From an optimization exercise on the open Yosys and OpenROAD flow, aimed at small area; shortcuts taken in it are not production practice. In this exercise RTL edits were held to simulation tests only and were not proved equivalent to the original. No activity file was given, so power comes from the tool's default toggle rates.

==> flow/design.v (excerpt) <==
module macro_stream_out (
   input  logic        clk,
   input  logic        rst,
   input  logic        en,
   input  logic        in_valid,
   input  logic        barrier,
   input  logic [15:0] u_x,
   input  logic [15:0] u_y,
   input  logic [15:0] rho,
   output logic        out_valid,
   input  logic        out_ready,
   output logic [39:0] out_data,
   output logic        frame_done,
   output logic [15:0] frame_count,
   output logic        overflow
);
   localparam int CW = macro_stream_out_pkg::CW;
   localparam int EW = macro_stream_out_pkg::EW;
   logic [9:0]    sq;
   logic          big_x, big_y;
   logic          sat, spec, rneg, m_o, b2_o, spec_o;
   logic [7:0]    inten;
   logic [CW-1:0] c0, c1_q, c2_q, c3_q;
   logic          v1_q, v2_q, v3_q;
   logic [5:0]    x_q, y_q;
   logic          last, fifo_full, fifo_empty, pop;
   logic          frame_done_q, overflow_q;
   logic [15:0]   frame_count_q;
   logic [EW-1:0] rdata;
   macro_stream_out_sq u_sq (.a(u_x[12:0]), .b(u_y[12:0]), .hi(sq));
   always_comb begin
      big_x = ~((&u_x[15:12]) | ~(|u_x[15:12]));
      big_y = ~((&u_y[15:12]) | ~(|u_y[15:12]));
      sat   = big_x | big_y | (|sq[9:8]);
      spec  = barrier | sat;
      inten = barrier ? 8'h00 : (sat ? 8'hFF : sq[7:0]);
      rneg  = rho[15];
      c0[15]    = rneg | spec;
      c0[14]    = inten[7];
      c0[13:7]  = (spec & ~rneg) ? rho[14:8] : inten[6:0];
      c0[6]     = rneg | (~spec & rho[14]);
      c0[5]     = rneg ? spec : rho[13];
      c0[4:0]   = rho[12:8];
   end
   always_ff @(posedge clk) begin
      c1_q <= c0;
      c2_q <= c1_q;
      c3_q <= c2_q;
   end
   assign last = (x_q == 6'd49) && (y_q == 6'd49);
   assign pop  = out_ready & ~fifo_empty;
   always_ff @(posedge clk) begin
      if (rst) begin
         v1_q          <= 1'b0;
         v2_q          <= 1'b0;
         v3_q          <= 1'b0;
  ...
export LEC_CHECK = 0
export CAP_MARGIN = 5
export CORE_MARGIN = 2
export CORE_UTILIZATION = 40
export CTS_CLUSTER_DIAMETER = 80
export CTS_CLUSTER_SIZE = 30
export PLACE_DENSITY = 0.9
export SLEW_MARGIN = 5
create_clock -name core_clock -period 10.0 [get_ports {clk}]
standard.sh (not shown) runs the stock make flow with config.mk's settings and CLKGATE_MAP_FILE= SYNTH_SCRIPT=/design/flow/synth_recipe.tcl, a recipe that flattens the netlist after the stock synthesis.
==> flow/flow/run.sh <==
#!/bin/bash
# Layout flow: the standard synthesis, then a netlist pass that re-chooses full-adder
# polarity to drop inverters (flow/polarity.py), then the standard layout from the
# floorplan on, with the ports buffered by the smallest buffer.
set -euo pipefail
W=$PWD
R=$W/orfs/results/$FLOW_PLATFORM/macro_stream_out/base
bash standard.sh synth > $W/synth.log 2>&1
cp $R/1_2_yosys.v $W/1_2_yosys.standard.v
python3 $W/flow/polarity.py $W/1_2_yosys.standard.v $R/1_2_yosys.v > $W/polarity.log 2>&1
rm -f $R/1_synth.odb $R/1_synth.sdc
bash standard.sh "BUFFER_PORTS_ARGS=-buffer_cell sky130_fd_sc_hd__buf_1" finish > $W/layout.log 2>&1
Other scripts of this flow, unchanged in this note and not shown: flow/flow/polarity.py
The starting point completed with no timing, DRC or antenna violations.
==> next run, changes <==
--- a/flow/config.mk
+++ b/flow/config.mk
@@ -9,6 +9,6 @@
 export CORE_MARGIN = 2
 export CORE_UTILIZATION = 40
-export CTS_CLUSTER_DIAMETER = 80
-export CTS_CLUSTER_SIZE = 30
+export CTS_CLUSTER_DIAMETER = 90
+export CTS_CLUSTER_SIZE = 33
 export PLACE_DENSITY = 0.9
 export SLEW_MARGIN = 5
- sequential power barely changes
- worst setup slack gains 0.015 ns
- hold slack gets better by 0.0085 ns
- cell area is about the same
- die area stays the same
- power came out lower by 1.3%
- sequential cell count stays the same
- non-clock buffer count is unchanged
- area after synthesis does not change
- fmax hardly moves
- cell count stays flat
==> next run, changes <==
--- a/flow/config.mk
+++ b/flow/config.mk
@@ -9,6 +9,6 @@
 export CORE_MARGIN = 2
 export CORE_UTILIZATION = 40
-export CTS_CLUSTER_DIAMETER = 90
-export CTS_CLUSTER_SIZE = 33
-export PLACE_DENSITY = 0.9
+export CTS_BUF_LIST = sky130_fd_sc_hd__clkbuf_8
+export CTS_CLUSTER_DIAMETER = 50
+export CTS_CLUSTER_SIZE = 16
 export SLEW_MARGIN = 5
Count of clock-buffer cells in the layout climbs by 11.
Worst hold slack stays flat.
Critical path depth drops by 2.
Power climbs by 4.4%.
Sequential power hardly moves.
Clock power climbs by 23%.
Register-to-register slack improved by 0.06 ns.
Via count drops by 1.8%.

-- re-timing with driven ports --
No port has a modelled driver above. Below, the same layouts with a new extraction and two added sets of constraints. Step 1: set_driving_cell puts a clkbuf_16 on clk and a buf_2 on each other input, an assumption about the parent block. Step 2 moves the port delays by t, midway between the first and last clock arrival at a register: inputs arrive t later, outputs are due t later. That takes back most of the time a late clock gives input paths. a / b / c = no drivers / after step 1 / after step 2; a / b = the first two.
run	t (ns)	setup WS [ns]	hold WS [ns]	worst data-port slew with drivers (ns)	cell pins on the clock port's net
the first run	0.536	0.443 / 0.463 / -0.072	0.325 / 0.325 / 0.325	0.08	1
the second run	0.535	0.457 / 0.477 / -0.058	0.333 / 0.333 / 0.333	0.08	1
the third run	0.615	0.511 / 0.535 / -0.080	0.331 / 0.331 / 0.331	0.08	1
With both steps, setup timing fails in every run listed, where it was met with ideal ports. The setup slack of the third run, which loses most, moves by +0.024 ns with the drivers and by -0.591 ns with both steps.
